From an optimization exercise on the open Yosys and OpenROAD flow, aimed at small area and a short achievable clock period; shortcuts taken in it are not production practice.
No run shown here included a check of the RTL's function; only the layout flow was run.
Power is estimated from default activity; no workload was simulated.

### flow/flow/run.sh
#!/bin/bash
# Own layout flow: the standard layout (standard.sh) with these changes.
#  1. DONT_USE_CELLS adds the full and half adder cells (fa, ha) and the
#     clkdlybuf4s delay buffers to the platform's list (flow/dont_use.txt
#     holds the whole list), so synthesis maps adders to plain gates and
#     port buffering and repair use ordinary buffers.
#  2. After synthesis, a22oi_2 and a21oi_2 cells (what synthesis makes of
#     the design's single-gate modules) start at size 1, and the gates of
#     the register file's read decoders and columns get drive strengths
#     that suit their loads (flow/swap.tcl, rules in flow/settings.sh).
#  3. Clock tree synthesis without dummy loads, with small sink clusters
#     (flow/settings.sh).
#  4. Timing repair aims at a shorter period than the design's clock
#     (setup margin from flow/settings.sh) on all endpoints.
# Everything else (synthesis script, floorplan, power grid, placement,
# routing, the clock period and constraints) is the standard flow.
# Each tool's full output goes to a log file here (flow_*.log); ORFS also
# writes each step's log under orfs/logs/.
set -euo pipefail
source flow/settings.sh
du="$(cat flow/dont_use.txt)"
vars=("DONT_USE_CELLS=$du" "CTS_ARGS=$CTS_ARGS" "SETUP_SLACK_MARGIN=$MARGIN" "TNS_END_PERCENT=$TNS")
res="orfs/results/${FLOW_PLATFORM:-sky130hd}/exec_core/base"

bash standard.sh "${vars[@]}" synth > flow_synth.log 2>&1
ODB_IN="$res/1_synth.odb" ODB_OUT="$res/1_synth.odb" SWAP="$SWAP" SIZE="${SIZE:-}" \
  openroad -no_init -exit flow/swap.tcl > flow_swap.log 2>&1
touch "$res/1_synth.sdc"
bash standard.sh "${vars[@]}" finish > flow_finish.log 2>&1
### flow/flow/dont_use.txt
sky130_fd_sc_hd__probe_p_8 sky130_fd_sc_hd__probec_p_8 sky130_fd_sc_hd__lpflow_bleeder_1 sky130_fd_sc_hd__lpflow_clkbufkapwr_1 sky130_fd_sc_hd__lpflow_clkbufkapwr_16 sky130_fd_sc_hd__lpflow_clkbufkapwr_2 sky130_fd_sc_hd__lpflow_clkbufkapwr_4 sky130_fd_sc_hd__lpflow_clkbufkapwr_8 sky130_fd_sc_hd__lpflow_clkinvkapwr_1 sky130_fd_sc_hd__lpflow_clkinvkapwr_16 sky130_fd_sc_hd__lpflow_clkinvkapwr_2 sky130_fd_sc_hd__lpflow_clkinvkapwr_4 sky130_fd_sc_hd__lpflow_clkinvkapwr_8 sky130_fd_sc_hd__lpflow_decapkapwr_12 sky130_fd_sc_hd__lpflow_decapkapwr_3 sky130_fd_sc_hd__lpflow_decapkapwr_4 sky130_fd_sc_hd__lpflow_decapkapwr_6 sky130_fd_sc_hd__lpflow_decapkapwr_8 sky130_fd_sc_hd__lpflow_inputiso0n_1 sky130_fd_sc_hd__lpflow_inputiso0p_1 sky130_fd_sc_hd__lpflow_inputiso1n_1 sky130_fd_sc_hd__lpflow_inputiso1p_1 sky130_fd_sc_hd__lpflow_inputisolatch_1 sky130_fd_sc_hd__lpflow_isobufsrc_1 sky130_fd_sc_hd__lpflow_isobufsrc_16 sky130_fd_sc_hd__lpflow_isobufsrc_2 sky130_fd_sc_hd__lpflow_isobufsrc_4 sky130_fd_sc_hd__lpflow_isobufsrc_8 sky130_fd_sc_hd__lpflow_isobufsrckapwr_16 sky130_fd_sc_hd__lpflow_lsbuf_lh_hl_isowell_tap_1 sky130_fd_sc_hd__lpflow_lsbuf_lh_hl_isowell_tap_2 sky130_fd_sc_hd__lpflow_lsbuf_lh_hl_isowell_tap_4 sky130_fd_sc_hd__lpflow_lsbuf_lh_isowell_4 sky130_fd_sc_hd__lpflow_lsbuf_lh_isowell_tap_1 sky130_fd_sc_hd__lpflow_lsbuf_lh_isowell_tap_2 sky130_fd_sc_hd__lpflow_lsbuf_lh_isowell_tap_4 sky130_fd_sc_hd__fa_1 sky130_fd_sc_hd__fa_2 sky130_fd_sc_hd__fa_4 sky130_fd_sc_hd__ha_1 sky130_fd_sc_hd__ha_2 sky130_fd_sc_hd__ha_4 sky130_fd_sc_hd__clkdlybuf4s15_1 sky130_fd_sc_hd__clkdlybuf4s15_2 sky130_fd_sc_hd__clkdlybuf4s18_1 sky130_fd_sc_hd__clkdlybuf4s18_2 sky130_fd_sc_hd__clkdlybuf4s25_1 sky130_fd_sc_hd__clkdlybuf4s25_2 sky130_fd_sc_hd__clkdlybuf4s50_1 sky130_fd_sc_hd__clkdlybuf4s50_2
### flow/flow/settings.sh
# Settings read by flow/run.sh
CTS_ARGS="-sink_clustering_enable -repair_clock_nets -dont_use_dummy_load -sink_clustering_size 16 -sink_clustering_max_diameter 40 -buf_list {sky130_fd_sc_hd__clkbuf_4 sky130_fd_sc_hd__clkbuf_8}"
MARGIN=5.5
TNS=100
SWAP="sky130_fd_sc_hd__a22oi_2 sky130_fd_sc_hd__a22oi_1 sky130_fd_sc_hd__a21oi_2 sky130_fd_sc_hd__a21oi_1"
SIZE="*_dec.g_sel*.sn d sky130_fd_sc_hd__nand3_2
*_dec.g_sel*.sn s sky130_fd_sc_hd__inv_4
*_dec.g_hi*.u.y d sky130_fd_sc_hd__nor2_2
*_dec.g_lo*.u.y d sky130_fd_sc_hd__nor3_2
*_dec.an* d sky130_fd_sc_hd__inv_2
*_col.g_l2*.u.y d sky130_fd_sc_hd__nand4_2"
### flow/flow/swap.tcl
# Set the sizes of some cells in the synthesized design before the
# floorplan. SWAP lists pairs "from to" of masters with the same function:
# every instance of "from" becomes "to" (the single-gate modules start at
# their smallest size). SIZE lists triples "net-pattern role master": the
# driver (role d) or the sinks (role s) of each net whose name matches the
# pattern get that master (same function, another drive strength). The
# layout's repair steps resize further where timing needs it.
read_db $::env(ODB_IN)
set db [ord::get_db]
set block [ord::get_db_block]
proc master {name} {
  set m [$::db findMaster $name]
  if {$m eq "NULL" || $m eq ""} { error "no master $name" }
  return $m
}
set map [dict create]
foreach {from to} [expr {[info exists ::env(SWAP)] ? $::env(SWAP) : ""}] { dict set map $from $to }
set n 0
foreach inst [$block getInsts] {
  set m [[$inst getMaster] getName]
  if {[dict exists $map $m]} {
    $inst swapMaster [master [dict get $map $m]]
    incr n
  }
}
puts "swapped $n instances"
set rules [expr {[info exists ::env(SIZE)] ? $::env(SIZE) : ""}]
foreach {pat role to} $rules {
  set k 0
  set nm [master $to]
  foreach net [$block getNets] {
    if {![string match $pat [$net getName]]} continue
    foreach it [$net getITerms] {
      set want [expr {$role eq "d" ? [$it isOutputSignal] : [$it isInputSignal]}]
      if {!$want} continue
      set inst [$it getInst]
      set old [[$inst getMaster] getName]
      # only the same function: the names must agree up to the drive suffix
      regsub {_[0-9]+$} $old "" of
      regsub {_[0-9]+$} $to "" nf
      if {$of ne $nf} { puts "skip $old on [$net getName]"; continue }
      $inst swapMaster $nm
      incr k
    }
  }
  puts "rule $pat $role $to: $k instances"
}
write_db $::env(ODB_OUT)
### flow/standard.sh
#!/bin/bash
# synth_recipe.tcl (not shown) runs the flow's synth.tcl, then flattens the netlist and writes it again
# the make line also repeats each setting of config.mk as NAME=value (left out here)
make -C /OpenROAD-flow-scripts/flow DESIGN_CONFIG=/design/flow/config.mk WORK_HOME=/design/flow/orfs CLKGATE_MAP_FILE= SYNTH_SCRIPT=/design/flow/synth_recipe.tcl "${@:-finish}"
### flow/config.mk
export PLATFORM = sky130hd
export DESIGN_NAME = exec_core
export DESIGN_NICKNAME = exec_core
export VERILOG_FILES = /design/flow/design.v
export SDC_FILE = /design/flow/constraint.sdc
export NUM_CORES = 8
export LEC_CHECK = 0
export CAP_MARGIN = 20
export CORE_MARGIN = 2
export CORE_UTILIZATION = 40
export PLACE_DENSITY = 0.6
export SETUP_SLACK_MARGIN = 5
export SLEW_MARGIN = 20
export SYNTH_HIERARCHICAL = 1
export SYNTH_MINIMUM_KEEP_SIZE = 0
export TNS_END_PERCENT = 100
### flow/constraint.sdc
create_clock -name core_clock -period 10.0 [get_ports {clk}]
set_input_delay 2.0000 -clock core_clock [delete_from_list [all_inputs] [get_ports {clk}]]
set_output_delay 2.0000 -clock core_clock [all_outputs]
set_load 0.01 [all_outputs]
### flow/design.v
package riscv_pkg;
    localparam int xlen = 32;
    localparam logic [6:0] OPCODE_LOAD   = 7'b0000011;
    localparam logic [6:0] OPCODE_OP_IMM = 7'b0010011;
    localparam logic [6:0] OPCODE_STORE  = 7'b0100011;
    localparam logic [6:0] OPCODE_OP     = 7'b0110011;
    localparam logic [6:0] OPCODE_LUI    = 7'b0110111;
    localparam logic [6:0] OPCODE_BRANCH = 7'b1100011;
    typedef struct packed {
        logic [31:0] q0;        
        logic [31:4] q1;        
        logic        c4;        
        logic [7:1]  gg;        
        logic [7:1]  gp;        
        logic        ltx;       
        logic        brx;       
        logic [31:0] sh_n;      
        logic [2:0]  shamt;     
        logic [2:0]  shamt_n;   
        logic        fill;      
        logic        sel_sll;
        logic        sel_sr;
        logic        sel_lt;
        logic        br_eq;
        logic        br_lt;
        logic        br_inv;
    } stage_t;
endpackage
module g_inv (input logic a, output logic y);
    assign y = ~a;
endmodule
module g_nand2 (input logic a, input logic b, output logic y);
    assign y = ~(a & b);
endmodule
module g_nand3 (input logic a, input logic b, input logic c, output logic y);
    assign y = ~(a & b & c);
endmodule
module g_nor3 (input logic a, input logic b, input logic c, output logic y);
    assign y = ~(a | b | c);
endmodule
module g_nand4 (input logic a, input logic b, input logic c, input logic d, output logic y);
    assign y = ~(a & b & c & d);
endmodule
module g_nor2 (input logic a, input logic b, output logic y);
    assign y = ~(a | b);
endmodule
module g_aoi21 (input logic a1, input logic a2, input logic b, output logic y);
    assign y = ~((a1 & a2) | b);
endmodule
module g_oai21 (input logic a1, input logic a2, input logic b, output logic y);
    assign y = ~((a1 | a2) & b);
endmodule
module g_aoi22 (input logic a1, input logic a2, input logic b1, input logic b2, output logic y);
    assign y = ~((a1 & a2) | (b1 & b2));
endmodule
module g_xor2 (input logic a, input logic b, output logic y);
    assign y = a ^ b;
endmodule
module g_xnor2 (input logic a, input logic b, output logic y);
    assign y = ~(a ^ b);
endmodule
module g_a21boi (input logic a1, input logic a2, input logic bn, output logic y);
    assign y = ~((a1 & a2) | ~bn);
endmodule
module g_mux2i (input logic s, input logic a0, input logic a1, output logic y);
    assign y = ~(s ? a1 : a0);
endmodule
`timescale 1ns/1ps
module regfile #(
    parameter int data_width = 32
) (
    input  logic                  clk,
    input  logic                  arst_n,
    input  logic [4:0]            rs1_addr,
    input  logic [4:0]            rs2_addr,
    input  logic                  rs2_en,
    input  logic                  fwd1,
    input  logic                  fwd2,
    input  logic [data_width-1:0] fwd_data,
    input  logic [4:0]            wr_addr_d,   
    input  logic                  wr_en,
    input  logic [data_width-1:0] wr_data,
    output logic [data_width-1:0] rs1_data,
    output logic [data_width-1:0] rs2_data
);
    logic [31:1] written;
    logic [31:1] we;
    logic [31:1] wr_hot;       
    logic [31:1] readable;
    logic [data_width-1:0] regs [1:31];
    for (genvar r = 1; r < 32; r++) begin : g_reg
        always_ff @(posedge clk) begin
            wr_hot[r] <= wr_addr_d == 5'(r);
        end
        assign we[r]        = wr_en && wr_hot[r];
        assign readable[r]  = written[r] && !we[r];
        always_ff @(posedge clk or negedge arst_n) begin
            if (!arst_n) written[r] <= 1'b0;
            else if (we[r]) written[r] <= 1'b1;
        end
        always_ff @(posedge clk) begin
            if (we[r]) regs[r] <= wr_data;
        end
    end
    logic [31:1] sel1_lo, sel1_hi, sel2_lo, sel2_hi;
    rf_dec rd1_dec_lo (.addr(rs1_addr), .en(readable), .sel(sel1_lo));
    rf_dec rd1_dec_hi (.addr(rs1_addr), .en(readable), .sel(sel1_hi));
    rf_dec rd2_dec_lo (.addr(rs2_addr), .en(readable), .sel(sel2_lo));
    rf_dec rd2_dec_hi (.addr(rs2_addr), .en(readable), .sel(sel2_hi));
    for (genvar i = 0; i < data_width; i++) begin : g_col
        logic [31:0] col;
        for (genvar r = 1; r < 32; r++) begin : g_bit
            assign col[r] = regs[r][i];
        end
        assign col[0] = fwd_data[i];
        logic [31:1] sel1, sel2;
        assign sel1 = (i < data_width / 2) ? sel1_lo : sel1_hi;
        assign sel2 = (i < data_width / 2) ? sel2_lo : sel2_hi;
        rf_col rd1_col (.sel({sel1, fwd1}), .d(col), .en(1'b1),   .y(rs1_data[i]));
        rf_col rd2_col (.sel({sel2, fwd2}), .d(col), .en(rs2_en), .y(rs2_data[i]));
    end
endmodule
module rf_dec (
    input  logic [4:0]  addr,
    input  logic [31:1] en,
    output logic [31:1] sel
);
    logic [4:0] an;
    logic [3:0] hi;
    logic [7:0] lo;
    for (genvar i = 0; i < 5; i++) begin : g_an
        g_inv u (.a(addr[i]), .y(an[i]));
    end
    for (genvar h = 0; h < 4; h++) begin : g_hi
        g_nor2 u (.a(((h >> 1) & 1) ? an[4] : addr[4]), .b((h & 1) ? an[3] : addr[3]), .y(hi[h]));
    end
    for (genvar l = 0; l < 8; l++) begin : g_lo
        g_nor3 u (.a(((l >> 2) & 1) ? an[2] : addr[2]), .b(((l >> 1) & 1) ? an[1] : addr[1]),
                  .c((l & 1) ? an[0] : addr[0]), .y(lo[l]));
    end
    for (genvar r = 1; r < 32; r++) begin : g_sel
        logic sn;
        g_nand3 u_n (.a(hi[r >> 3]), .b(lo[r & 7]), .c(en[r]), .y(sn));
        g_inv   u_i (.a(sn), .y(sel[r]));
    end
endmodule
module rf_col (
    input  logic [31:0] sel,
    input  logic [31:0] d,
    input  logic        en,
    output logic        y
);
    logic [15:0] l1;
    logic [3:0]  l2;
    logic [1:0]  l3;
    for (genvar k = 0; k < 16; k++) begin : g_l1
        g_aoi22 u (.a1(sel[2*k]), .a2(d[2*k]), .b1(sel[2*k+1]), .b2(d[2*k+1]), .y(l1[k]));
    end
    for (genvar k = 0; k < 4; k++) begin : g_l2
        g_nand4 u (.a(l1[4*k]), .b(l1[4*k+1]), .c(l1[4*k+2]), .d(l1[4*k+3]), .y(l2[k]));
    end
    g_nor2  u_l3a (.a(l2[0]), .b(l2[1]), .y(l3[0]));
    g_nor2  u_l3b (.a(l2[2]), .b(l2[3]), .y(l3[1]));
    g_a21boi u_l4 (.a1(l3[0]), .a2(l3[1]), .bn(en), .y(y));
endmodule
`timescale 1ns/1ps
module decode_alu (
    input  logic [31:0]       a,           
    input  logic [31:0]       s2,          
    input  logic [31:0]       k,           
    input  logic [31:0]       imm,
    input  logic              sub,
    input  logic              sel_add,
    input  logic              lp,
    input  logic              lg,
    input  logic              lui,
    input  logic              sel_sll,
    input  logic              sel_sr,
    input  logic              sra,
    input  logic              lt_signed,
    input  logic              sel_lt,
    input  logic              br_eq,
    input  logic              br_lt,
    input  logic              br_inv,
    output riscv_pkg::stage_t st
);
    logic [31:0] t, p, pn, gn, g, other_n;
    logic [31:0] s0n;             
    logic [31:4] s1n;             
    logic        subn;
    assign subn = ~sub;
    for (genvar i = 0; i < 32; i++) begin : g_pg
        g_xor2  u_t  (.a(s2[i]), .b(k[i]), .y(t[i]));
        g_xnor2 u_pn (.a(a[i]), .b(t[i]), .y(pn[i]));
        g_nand2 u_gn (.a(a[i]), .b(t[i]), .y(gn[i]));
        g_xor2  u_p  (.a(a[i]), .b(t[i]), .y(p[i]));
        g_inv   u_g  (.a(gn[i]), .y(g[i]));
    end
    assign other_n = ~((p & {32{lp}}) | (g & {32{lg}}) | (imm & {32{lui}}));
    for (genvar b = 0; b < 8; b++) begin : g_grp
        logic [3:0] g1, p1, g2n, p2n;
        logic [3:0] pb, pnb, gnb;
        assign pb  = p[4*b +: 4];
        assign pnb = pn[4*b +: 4];
        assign gnb = gn[4*b +: 4];
        assign g1[0] = g[4*b];
        assign p1[0] = pb[0];
        for (genvar j = 1; j < 4; j++) begin : g_l1
            g_oai21 u_g (.a1(pnb[j]), .a2(gnb[j-1]), .b(gnb[j]), .y(g1[j]));
            g_nor2  u_p (.a(pnb[j]), .b(pnb[j-1]), .y(p1[j]));
        end
        assign g2n[0] = gnb[0];
        assign p2n[0] = pnb[0];
        g_inv u_g2n1 (.a(g1[1]), .y(g2n[1]));
        g_inv u_p2n1 (.a(p1[1]), .y(p2n[1]));
        for (genvar j = 2; j < 4; j++) begin : g_l2
            g_aoi21 u_g (.a1(p1[j]), .a2(g1[j-2]), .b(g1[j]), .y(g2n[j]));
            g_nand2 u_p (.a(p1[j]), .b(p1[j-2]), .y(p2n[j]));
        end
        for (genvar j = 0; j < 4; j++) begin : g_sum
            localparam int I = 4*b + j;
            if (b == 0) begin : g_cin
                if (j == 0) begin : g_j0
                    g_xnor2 u_s (.a(pb[0]), .b(sub), .y(s0n[I]));
                end else if (j == 1) begin : g_j1
                    logic c;
                    g_oai21 u_c (.a1(pnb[0]), .a2(subn), .b(gnb[0]), .y(c));
                    g_xnor2 u_s (.a(pb[j]), .b(c), .y(s0n[I]));
                end else if (j == 2) begin : g_j2
                    logic cn;
                    g_aoi21 u_c (.a1(p1[1]), .a2(sub), .b(g1[1]), .y(cn));
                    g_xor2  u_s (.a(pb[j]), .b(cn), .y(s0n[I]));
                end else begin : g_j3
                    logic c;
                    g_oai21 u_c (.a1(p2n[2]), .a2(subn), .b(g2n[2]), .y(c));
                    g_xnor2 u_s (.a(pb[j]), .b(c), .y(s0n[I]));
                end
            end else begin : g_cs
                if (j == 0) begin : g_j0
                    assign s0n[I] = pnb[0];
                    assign s1n[I] = pb[0];
                end else if (j == 1) begin : g_j1
                    logic c1;
                    g_xor2  u_s0 (.a(pb[j]), .b(gnb[0]), .y(s0n[I]));
                    g_nand2 u_c1 (.a(gnb[0]), .b(pnb[0]), .y(c1));
                    g_xnor2 u_s1 (.a(pb[j]), .b(c1), .y(s1n[I]));
                end else if (j == 2) begin : g_j2
                    logic c1n;
                    g_xnor2 u_s0 (.a(pb[j]), .b(g1[1]), .y(s0n[I]));
                    g_nor2  u_c1 (.a(g1[1]), .b(p1[1]), .y(c1n));
                    g_xor2  u_s1 (.a(pb[j]), .b(c1n), .y(s1n[I]));
                end else begin : g_j3
                    logic c1;
                    g_xor2  u_s0 (.a(pb[j]), .b(g2n[2]), .y(s0n[I]));
                    g_nand2 u_c1 (.a(g2n[2]), .b(p2n[2]), .y(c1));
                    g_xnor2 u_s1 (.a(pb[j]), .b(c1), .y(s1n[I]));
                end
            end
        end
        if (b == 0) begin : g_c4
            g_oai21 u_c (.a1(p2n[3]), .a2(subn), .b(g2n[3]), .y(st.c4));
        end else begin : g_gp
            g_inv u_g (.a(g2n[3]), .y(st.gg[b]));
            g_inv u_p (.a(p2n[3]), .y(st.gp[b]));
        end
    end
    for (genvar i = 0; i < 32; i++) begin : g_q0
        g_mux2i u (.s(sel_add), .a0(other_n[i]), .a1(s0n[i]), .y(st.q0[i]));
    end
    for (genvar i = 4; i < 32; i++) begin : g_q1
        g_mux2i u (.s(sel_add), .a0(other_n[i]), .a1(s1n[i]), .y(st.q1[i]));
    end
    assign st.ltx = ~(lt_signed & (a[31] ^ ~t[31]));
    assign st.brx = st.ltx ^ br_inv;
    logic [31:0] x0, x1, x2;
    logic        fill, fill_n;
    assign fill   = sra & a[31];
    assign fill_n = ~fill;
    for (genvar i = 0; i < 32; i++) begin : g_sh
        g_mux2i u0 (.s(sel_sll), .a0(a[i]), .a1(a[31-i]), .y(x0[i]));
        if (i + 16 < 32) begin : g_a
            g_mux2i u1 (.s(t[4]), .a0(x0[i]), .a1(x0[i+16]), .y(x1[i]));
        end else begin : g_b
            g_mux2i u1 (.s(t[4]), .a0(x0[i]), .a1(fill_n), .y(x1[i]));
        end
        if (i + 8 < 32) begin : g_c
            g_mux2i u2 (.s(t[3]), .a0(x1[i]), .a1(x1[i+8]), .y(x2[i]));
        end else begin : g_d
            g_mux2i u2 (.s(t[3]), .a0(x1[i]), .a1(fill), .y(x2[i]));
        end
    end
    assign st.sh_n    = x2;
    assign st.shamt   = t[2:0];
    assign st.shamt_n = ~t[2:0];
    assign st.fill    = fill;
    assign st.sel_sll = sel_sll;
    assign st.sel_sr  = sel_sr;
    assign st.sel_lt  = sel_lt;
    assign st.br_eq   = br_eq;
    assign st.br_lt   = br_lt;
    assign st.br_inv  = br_inv;
endmodule
`timescale 1ns/1ps
module decode_ctrl (
    input  logic [31:0] inst,
    input  logic        inst_valid,
    input  logic        fwd_valid,    
    input  logic [4:0]  fwd_rd,
    output logic        wb,           
    output logic        rs2_en,       
    output logic        fwd1,         
    output logic        fwd2,         
    output logic [31:0] k,            
    output logic [31:0] imm,
    output logic        sub,          
    output logic        sel_add,
    output logic        lp,           
    output logic        lg,
    output logic        lui,
    output logic        sel_sll,
    output logic        sel_sr,
    output logic        sra,
    output logic        lt_signed,
    output logic        sel_lt,
    output logic        br_eq,
    output logic        br_lt,
    output logic        br_inv
);
    logic [6:0] opcode;
    logic [2:0] f3;
    logic       is_op, is_imm, is_load, is_store, is_br, arith;
    assign opcode = inst[6:0];
    assign f3     = inst[14:12];
    assign is_op    = opcode == riscv_pkg::OPCODE_OP;
    assign is_imm   = opcode == riscv_pkg::OPCODE_OP_IMM;
    assign lui      = opcode == riscv_pkg::OPCODE_LUI;
    assign is_load  = opcode == riscv_pkg::OPCODE_LOAD;
    assign is_store = opcode == riscv_pkg::OPCODE_STORE;
    assign is_br    = opcode == riscv_pkg::OPCODE_BRANCH;
    assign arith    = is_op || is_imm;
    assign wb = inst_valid && (inst[11:7] != 5'd0) && (arith || lui || is_load);
    assign rs2_en = is_op || is_br;
    assign fwd1   = fwd_valid && fwd_rd == inst[19:15];
    assign fwd2   = fwd_valid && fwd_rd == inst[24:20];
    assign sel_add   = (arith && f3 == 3'b000) || is_load || is_store;
    assign sel_sll   = arith && f3 == 3'b001;
    assign sel_sr    = arith && f3 == 3'b101;
    assign sra       = sel_sr && inst[30];
    assign sel_lt    = (arith && f3[2:1] == 2'b01) || (is_br && f3[2]);
    assign lt_signed = (arith && f3 == 3'b010) || (is_br && f3[2:1] == 2'b10);
    assign sub       = (is_op && f3 == 3'b000 && inst[30]) || sel_lt;
    assign lp        = (arith && (f3 == 3'b100 || f3 == 3'b110)) || (is_br && f3[2:1] == 2'b00);
    assign lg        = arith && f3[2:1] == 2'b11;
    assign br_eq     = is_br && f3[2:1] == 2'b00;
    assign br_lt     = is_br && f3[2];
    assign br_inv    = f3[0];
    always_comb begin
        if (lui)           imm = {inst[31:12], 12'b0};
        else if (is_store) imm = {{20{inst[31]}}, inst[31:25], inst[11:7]};
        else               imm = {{20{inst[31]}}, inst[31:20]};
    end
    assign k = rs2_en ? {32{sub}} : (imm ^ {32{sub}});
endmodule
`timescale 1ns/1ps
module alu_exec (
    input  riscv_pkg::stage_t st,
    output logic [31:0]       result,      
    output logic [31:0]       result_int,  
    output logic              taken
);
    logic [7:0] e_g, e_p, l1g_n, l1p_n, l2g, l2p, l3g_n;
    assign e_g = {st.gg, st.c4};
    assign e_p = {st.gp, 1'b0};
    g_inv u_l1g0 (.a(st.c4), .y(l1g_n[0]));
    assign l1p_n[0] = 1'b1;
    for (genvar k = 1; k < 8; k++) begin : g_l1
        g_aoi21 u_g (.a1(e_p[k]), .a2(e_g[k-1]), .b(e_g[k]), .y(l1g_n[k]));
        if (k >= 2) begin : g_p
            g_nand2 u_p (.a(e_p[k]), .b(e_p[k-1]), .y(l1p_n[k]));
        end else begin : g_p1
            assign l1p_n[k] = 1'b1;    
        end
    end
    assign l2g[0] = st.c4;
    g_inv u_l2g1 (.a(l1g_n[1]), .y(l2g[1]));
    assign l2p[1:0] = 2'b00;
    for (genvar k = 2; k < 8; k++) begin : g_l2
        g_oai21 u_g (.a1(l1p_n[k]), .a2(l1g_n[k-2]), .b(l1g_n[k]), .y(l2g[k]));
        g_nor2  u_p (.a(l1p_n[k]), .b(l1p_n[k-2]), .y(l2p[k]));
    end
    assign l3g_n[3:0] = 4'hf;    
    for (genvar k = 4; k < 8; k++) begin : g_l3
        g_aoi21 u_g (.a1(l2p[k]), .a2(l2g[k-4]), .b(l2g[k]), .y(l3g_n[k]));
    end
    logic c32;
    g_inv u_c32 (.a(l3g_n[7]), .y(c32));
    logic [31:0] sum_n;
    assign sum_n[3:0] = ~st.q0[3:0];
    for (genvar b = 1; b < 8; b++) begin : g_sel
        for (genvar j = 0; j < 4; j++) begin : g_bit
            localparam int I = 4*b + j;
            if (b == 1) begin : g_1
                g_mux2i u (.s(st.c4), .a0(st.q0[I]), .a1(st.q1[I]), .y(sum_n[I]));
            end else if (b == 2) begin : g_2
                g_mux2i u (.s(l1g_n[1]), .a0(st.q1[I]), .a1(st.q0[I]), .y(sum_n[I]));
            end else if (b < 5) begin : g_34
                g_mux2i u (.s(l2g[b-1]), .a0(st.q0[I]), .a1(st.q1[I]), .y(sum_n[I]));
            end else begin : g_57
                g_mux2i u (.s(l3g_n[b-1]), .a0(st.q1[I]), .a1(st.q0[I]), .y(sum_n[I]));
            end
        end
    end
    logic [31:0] y3, y4, y5, shx_n;
    logic        fill_n;
    assign fill_n = ~st.fill;
    for (genvar i = 0; i < 32; i++) begin : g_sh
        logic a3, a4, a5;
        assign a3 = (i + 4 < 32) ? st.sh_n[(i + 4) % 32] : fill_n;
        assign a4 = (i + 2 < 32) ? y3[(i + 2) % 32] : st.fill;
        assign a5 = (i + 1 < 32) ? y4[(i + 1) % 32] : fill_n;
        if (i < 16) begin : g_lo
            g_mux2i u3 (.s(st.shamt[2]), .a0(st.sh_n[i]), .a1(a3), .y(y3[i]));
            g_mux2i u4 (.s(st.shamt[1]), .a0(y3[i]), .a1(a4), .y(y4[i]));
            g_mux2i u5 (.s(st.shamt[0]), .a0(y4[i]), .a1(a5), .y(y5[i]));
        end else begin : g_hi
            g_mux2i u3 (.s(st.shamt_n[2]), .a0(a3), .a1(st.sh_n[i]), .y(y3[i]));
            g_mux2i u4 (.s(st.shamt_n[1]), .a0(a4), .a1(y3[i]), .y(y4[i]));
            g_mux2i u5 (.s(st.shamt_n[0]), .a0(a5), .a1(y4[i]), .y(y5[i]));
        end
    end
    for (genvar i = 0; i < 32; i++) begin : g_shx
        g_aoi22 u (.a1(st.sel_sr), .a2(y5[i]), .b1(st.sel_sll), .b2(y5[31-i]), .y(shx_n[i]));
    end
    logic lt, eq;
    assign lt = c32 ^ st.ltx;
    assign eq = ~|st.q0;
    for (genvar i = 1; i < 32; i++) begin : g_res
        g_nand2 u_out (.a(sum_n[i]), .b(shx_n[i]), .y(result[i]));
        g_nand2 u_int (.a(sum_n[i]), .b(shx_n[i]), .y(result_int[i]));
    end
    logic lt_n;
    assign lt_n = ~(st.sel_lt & lt);
    g_nand3 u_out0 (.a(sum_n[0]), .b(shx_n[0]), .c(lt_n), .y(result[0]));
    g_nand3 u_int0 (.a(sum_n[0]), .b(shx_n[0]), .c(lt_n), .y(result_int[0]));
    assign taken = (st.br_eq & (eq ^ st.br_inv)) | (st.br_lt & (c32 ^ st.brx));
endmodule
`timescale 1ns/1ps
module exec_core #(
    parameter int data_width = riscv_pkg::xlen
) (
    input  logic                  clk,
    input  logic                  arst_n,
    input  logic [31:0]           inst,
    input  logic                  inst_valid,
    output logic [data_width-1:0] result,
    output logic [4:0]            result_rd,
    output logic                  result_valid,
    output logic                  branch_taken
);
    logic [31:0] rs1_data, rs2_data, res, res_int, k, imm;
    logic        valid_q, wb_q, wb_d;
    logic [4:0]  rd_q;
    logic        rs2_en, fwd1, fwd2;
    logic        sub, sel_add, lp, lg, lui, sel_sll, sel_sr, sra;
    logic        lt_signed, sel_lt, br_eq, br_lt, br_inv;
    riscv_pkg::stage_t st_d, st_q;
    decode_ctrl decode_ctrl_inst (
        .inst       (inst),
        .inst_valid (inst_valid),
        .fwd_valid  (wb_q),
        .fwd_rd     (rd_q),
        .wb         (wb_d),
        .rs2_en     (rs2_en),
        .fwd1       (fwd1),
        .fwd2       (fwd2),
        .k          (k),
        .imm        (imm),
        .sub        (sub),
        .sel_add    (sel_add),
        .lp         (lp),
        .lg         (lg),
        .lui        (lui),
        .sel_sll    (sel_sll),
        .sel_sr     (sel_sr),
        .sra        (sra),
        .lt_signed  (lt_signed),
        .sel_lt     (sel_lt),
        .br_eq      (br_eq),
        .br_lt      (br_lt),
        .br_inv     (br_inv)
    );
    regfile #(.data_width(32)) regfile_inst (
        .clk      (clk),
        .arst_n   (arst_n),
        .rs1_addr (inst[19:15]),
        .rs2_addr (inst[24:20]),
        .rs2_en   (rs2_en),
        .fwd1     (fwd1),
        .fwd2     (fwd2),
        .fwd_data (res_int),
        .wr_addr_d (inst[11:7]),
        .wr_en    (wb_q),
        .wr_data  (res_int),
        .rs1_data (rs1_data),
        .rs2_data (rs2_data)
    );
    decode_alu decode_alu_inst (
        .a         (rs1_data),
        .s2        (rs2_data),
        .k         (k),
        .imm       (imm),
        .sub       (sub),
        .sel_add   (sel_add),
        .lp        (lp),
        .lg        (lg),
        .lui       (lui),
        .sel_sll   (sel_sll),
        .sel_sr    (sel_sr),
        .sra       (sra),
        .lt_signed (lt_signed),
        .sel_lt    (sel_lt),
        .br_eq     (br_eq),
        .br_lt     (br_lt),
        .br_inv    (br_inv),
        .st        (st_d)
    );
    always_ff @(posedge clk or negedge arst_n) begin
        if (!arst_n) begin
            valid_q <= 1'b0;
            wb_q    <= 1'b0;
        end else begin
            valid_q <= inst_valid;
            wb_q    <= wb_d;
        end
    end
    always_ff @(posedge clk) begin
        rd_q <= inst[11:7];
        st_q <= st_d;
    end
    alu_exec alu_exec_inst (
        .st     (st_q),
        .result     (res),
        .result_int (res_int),
        .taken      (branch_taken)
    );
    assign result       = res;
    assign result_rd    = rd_q;
    assign result_valid = valid_q;
endmodule
==> results of run 1 <==
[repair_timing]
action,4_1_cts,5_1_grt
gates cloned,4,3
pin swaps,34,72
buffers inserted,300,304
resized for setup,427,275
hold buffers,0,0
setup endpoints to repair,149,137
[per-stage QoR]
step | cells | instance area [um2] | setup WS, ns | power, mW
detailed placement | 6049 | 58400 | 3.01 | 5.77
floorplan | 4130 | 55700 | 4.87 | 5.64
CTS | 6506 | 64700 | 5.31 | 8.77
finish | 6823 | 67900 | 5.31 | 8.79
global route | 6816 | 67900 | 5.20 | 9.03
global placement | 6047 | 58400 | 2.98 | 5.76
[registers in the layout, indices dropped and copies added (netlist names)]
register,flops
wb_q,1
st_q,122
rd_q,5
regfile_inst.written,31
valid_q,1
regfile_inst.regs,992
regfile_inst.wr_hot,31
[worst min-delay path by stage]
stage | to | cells after the start
floorplan | regfile_inst.written[10] | 1
global placement | regfile_inst.written[26] | 1
detailed placement | regfile_inst.written[14] | 1
CTS | regfile_inst.written[23] | 1
global route | regfile_inst.written[7] | 1
finish | regfile_inst.written[23] | 1
[report_power, final]
part	total, mW	internal [mW]	switching (mW)
combinational	0.436	0.158	0.278
sequential	5.33	5.30	0.0261
clock	3.03	1.35	1.68
total	8.79	6.81	1.99
[cell type report]
cell class | instances | area share [%]
Timing Repair Buffer | 768 | 8.13
Antenna cell | 8 | 0.0295
Sequential cell | 1183 | 49.8
Multi-Input combinational cell | 2709 | 33.8
Timing Repair inverter | 1 | 0.0111
Inverter | 207 | 1.86
Clock buffer | 153 | 3.10
Tap cell | 1794 | 3.31
[routing by layer]
layer | part of all wire, % | GRT usage, %
met5 | 0.061 | 0
met4 | 4.7 | 12.2
met3 | 13 | 10.4
met2 | 43 | 42.6
met1 | 39 | 38.1
[worst register-to-register path: cells and delay by family (launching register included)]
family	cells	cell delay (ns)
AO/OA/AOI/OAI	4	0.63
XOR/XNOR	3	0.55
buffers and inverters	15	1.80
flip-flops	1	0.40
multiplexers	4	0.48
AND/OR/NAND/NOR	4	0.61
==> results_dict.tcl, run 1 <==
set metrics [dict create \
    outcome "timing/DRC/antenna clean" \
    antenna_left 0 \
    critPathLaunchType "flip-flop" \
    fin_skew_ns 0.0918 \
    ir_drop_mv 0.136 \
    fin_tns_setup_ns 0 \
    max_freq_mhz 213 \
    drive_above_1_share_pct 30.4 \
    start_util_pct 40.3 \
    clock_latency_ns 0.92 \
    critPathMaxStageDelay_ns 0.39 \
    rr_startpoint "st_q[12]" \
    coreArea_mm2 0.137 \
    fill_cells 11900 \
    regArea_mm2 0.0338 \
    relSlewSlack_pct 22.0 \
    final_common_cell "a22oi_1" \
    crit_path_end_kind "primary output" \
    chipHeight_um 376 \
    areaGrowthSynthToFinish_pct 22.4 \
    gp_congestion 0.982 \
    reg2reg_to "st_q[109]" \
    viasPerCell 6.45 \
    synth_cells 4099 \
    r2r_setup_slack_ns 5.37 \
    final_cell_mix "1022 x a22oi_1, 992 x edfxtp_1, 256 x nand4_2, 253 x buf_2, 249 x buf_1" \
    criticalPathCategory "flip-flop to primary output" \
    fin_nets 5058 \
    io_pins 74 \
    io_buffers 73 \
    antenna_found_initial 12 \
    drt_iter0_drc 6511 \
    netlist_area_mm2 0.0555 \
    path_clk_slew_ns 0.06 \
    worstPathCellList "buf_1 -> buf_2 -> mux2i_1 -> mux2i_1 -> mux2i_2 -> a22oi_2 -> buf_6 -> nand2_4 -> buf_6" \
    globalRoute.totalOverflow 0 \
    cp-startpoint "st_q[9]" \
    power_density_mw_per_mm2 129 \
    cp.depth 9 \
    cap_violations 0 \
    hp-start "regfile_inst.written[23]" \
    period_share_pct 46.9 \
    crit_family "multiplexers" \
    utilization_pct 49.4 \
    slowest_stage "dfxtp_4" \
    cts_max_path_buffers 3 \
    critPathBufInv 4 \
    grt_pass1_vias 40400 \
    wire_per_inst_um 31.4 \
    grt_use_total_pct 28.8 \
    hold_viol 0 \
    htree_levels 4 \
    cp.required_ns 8.00 \
    period_needed_ns 4.69 \
    syn_avg_cell_area_um2 13.5 \
    num_vias 44000 \
    whs_ns 0.458 \
    wirelength_mm 214 \
    finalMaxSlewViolations 0 \
    min_path_type "flip-flop to flip-flop" \
    die_width_um 376 \
    die_area_mm2 0.142 \
    rsz0062_at_grt "yes" \
    yosysWarnings 10 \
    clock_sinks 1183 \
    multi_input_area_mm2 0.0229 \
    drc_errors 0 \
    drtPass1Iterations 9 \
    crit_end "result[20]" \
    cts_tree "yes" \
    rows 136 \
    finalSetupViolations 0 \
    grt_pass1_wl_mm 292 \
    crit_fanout 6 \
    p_leak_nw 20.3 \
    dp_hpwl_mm 137 \
    numCtsBuffers 153 \
    cts_root_buf "clkbuf_8" \
    grt_max_degree 65 \
    tightest_slew_ns 1.17 \
    arrival_ns 2.69 \
    ff2ff_path_depth 30 \
]
==> run 2, diff against run 1 <==
==> flow/flow/settings.sh (replaced) <==
# Settings read by flow/run.sh
CTS_ARGS="-sink_clustering_enable -repair_clock_nets -dont_use_dummy_load -sink_clustering_size 16 -sink_clustering_max_diameter 40 -buf_list {sky130_fd_sc_hd__clkbuf_4 sky130_fd_sc_hd__clkbuf_8}"
MARGIN=5.5
TNS=100
SWAP="sky130_fd_sc_hd__a22oi_2 sky130_fd_sc_hd__a22oi_1 sky130_fd_sc_hd__a21oi_2 sky130_fd_sc_hd__a21oi_1"
==> run 2 against run 1 <==
Net effect:
- global-route usage up 0.66 points
- highest routed layer unchanged
- sequential power barely moved
- clock power rose by 4%
- register-to-register slack improved by 0.04 ns
- clock-buffer cell count is 11 higher
- wire length up 0.82%
- first-iteration DRC count is 6.6% higher
- clock skew increased by 0.0025 ns
- largest power group unchanged
==> results_dict.tcl, run 2 <==
set metrics [dict create \
    cts_tree "yes" \
    period_share_pct 47.7 \
    finalSetupViolations 0 \
    finalMaxSlewViolations 0 \
    drt_iter0_drc 6941 \
    rows 134 \
    viasPerCell 6.55 \
    outcome "timing/DRC/antenna clean" \
    fin_ws_ns 5.23 \
    cp.required_ns 8.00 \
    drive_above_1_share_pct 25.0 \
    gp_congestion 0.940 \
    power_density_mw_per_mm2 136 \
    drc_errors 0 \
    hold_end "regfile_inst.written[11]" \
    p_leak_nw 20.1 \
    drtPass1Iterations 10 \
    rsz0062_at_grt "yes" \
    tightest_slew_ns 1.19 \
    fill_cells 11600 \
    arrival_ns 2.77 \
    globalRoute.totalOverflow 0 \
    min_path_type "flip-flop to flip-flop" \
    io_pins 74 \
    htree_levels 4 \
    coreArea_mm2 0.134 \
    grt_pass1_wl_mm 290 \
    rr_startpoint "wb_q" \
    fin_area_mm2 0.0655 \
    grt_use_total_pct 29.5 \
    r2r_setup_slack_ns 5.41 \
    ir_drop_mv 0.102 \
    clock_latency_ns 0.96 \
    final_common_cell "a22oi_1" \
    antenna_left 0 \
    clock_sinks 1183 \
    crit_path_end_kind "primary output" \
    final_cell_mix "1028 x a22oi_1, 992 x edfxtp_1, 281 x buf_2, 258 x nand4_1, 236 x mux2i_1" \
    largest_reg_flops 992 \
    path_clk_slew_ns 0.05 \
    grt_pass1_vias 40500 \
    hold_viol 0 \
    dpl_cell_area_mm2 0.0568 \
    cap_violations 0 \
    reg2reg_to "st_q[65]" \
    ff2ff_path_depth 15 \
    cts_max_path_buffers 3 \
    antenna_found_initial 19 \
    top_register "regfile_inst.regs" \
    io_buffers 73 \
    numCtsBuffers 164 \
    fin_nets 5042 \
    dp_hpwl_mm 135 \
    areaGrowthSynthToFinish_pct 21.6 \
    chipHeight_um 371 \
    relSlewSlack_pct 20.4 \
    crit_fanout 4 \
    max_freq_mhz 210 \
    synth_cells 4099 \
    grt_max_degree 65 \
    syn_avg_cell_area_um2 13.1 \
    period_needed_ns 4.77 \
    die_area_mm2 0.138 \
    cts_root_buf "clkbuf_8" \
    wire_per_inst_um 31.9 \
    largestRegisters "regfile_inst.regs (992), st_q (122)" \
    netlist_area_mm2 0.0539 \
    hp-start "regfile_inst.written[11]" \
    die_width_um 371 \
    wirelength_mm 216 \
    fin_tns_setup_ns 0 \
    yosysWarnings 10 \
    critPathLaunchType "flip-flop" \
    num_vias 44400 \
    criticalPathCategory "flip-flop to primary output" \
    pre_cts_slack_ns 3.09 \
    start_util_pct 40.3 \
    fin_skew_ns 0.0943 \
    whs_path_depth 1 \
]
run 2: cell types whose count changed in the layout (fill, tap and decap cells not counted), sizes merged:
cell and change:
buf -40, diode -2, clkbuf +15, and2 +9
xor2 -1, inv -7, clkinvlp +8
run 2: per-stage QoR:
stage / power (mW) / hold slack [ns] / instances / utilization (%)
5_1_grt: 9.12 / 0.470 / 6774 / 49.0
3_3_place_gp: 5.75 / 0.442 / 6043 / 42.5
6_report: 8.88 / 0.457 / 6779 / 49.0
4_1_cts: 8.86 / 0.455 / 6415 / 46.6
2_1_floorplan: 5.64 / 0.431 / 4130 / -
3_5_place_dp: 5.76 / 0.443 / 6046 / 42.5
run 2: area by class of cell:
| class | count | area, um2 | share of cell area [%] |
|---|---|---|---|
| antenna | 6 | 15.0 | 0.0229 |
| clock buffer | 164 | 2260 | 3.45 |
| inverter | 207 | 1280 | 1.96 |
| multi-input combinational | 2717 | 21100 | 32.3 |
| sequential | 1183 | 33800 | 51.6 |
| tap | 1768 | 2210 | 3.38 |
| timing repair buffer | 732 | 4790 | 7.31 |
| timing repair inverter | 2 | 15.0 | 0.0229 |
run 2: repair_timing:
| item | CTS | global route |
|---|---|---|
| endpoints found under the setup margin | 149 | 131 |
| cloned | 6 | 9 |
| pin swaps | 36 | 78 |
| gates resized for setup | 393 | 269 |
| buffers inserted | 199 | 347 |
| hold buffers | 0 | 0 |
run 2: how the worst max path moves through the flow:
stage | start | endpoint | cells after the start
global placement | inst[21] | st_q[64] | 16
finish | st_q[9] | result[9] | 8
global route | st_q[9] | result[9] | 8
floorplan | inst[21] | st_q[62] | 11
CTS | st_q[9] | result[5] | 7
detailed placement | inst[22] | st_q[62] | 14
run 2: per-layer routing:
metal  track usage, %  share of wire, %  up-vias
met5                0             0.077        -
met1             38.0                37    22000
met4             13.1               5.3       28
met2             43.8                43     3364
li1                 -                 -    18400
met3             11.6                14      678
run 2: where the power goes:
group	internal [mW]	switching, mW
Sequential	5.30	0.0264
Combinational	0.149	0.266
Clock	1.44	1.70
run 2: worst max-delay path: stages, from the launching register on:
cell,delay (ns)
dfxtp_4,0.37
buf_6,0.14
mux2i_4,0.19
mux2i_1,0.26
mux2i_1,0.18
buf_2,0.17
a22oi_2,0.29
nand2_1,0.09
clkbuf_2,0.14

separate check: timing with driven ports:
Ports are ideal in the flow. The routed layouts listed here were re-timed in OpenROAD.
Step 1 assumes that a clkbuf_16 drives the clock port and a buf_2 every other input.
Step 2, shift: input delay + t, output delay - t, t = (earliest + latest rising clock arrival at the registers) / 2. This alone moves slack from input paths to output paths.
a / b / c = no drivers / after step 1 / after step 2; a / b = the first two.
run	shift t [ns]	setup WS [ns]	worst hold slack (ns)	latest minus earliest clock arrival (ns)	worst slew at a driven data input, ns
run 1	0.941	5.310 / 5.163 / 4.222	0.458 / 0.458 / 0.458	0.098 / 0.098	0.25
run 2	0.981	5.233 / 5.160 / 4.328	0.457 / 0.457 / 0.457	0.103 / 0.103	0.19
After both steps every run listed still meets setup and hold. For run 1, which loses most, drivers alone change the setup slack by -0.147 ns; drivers and shift together by -1.088 ns.
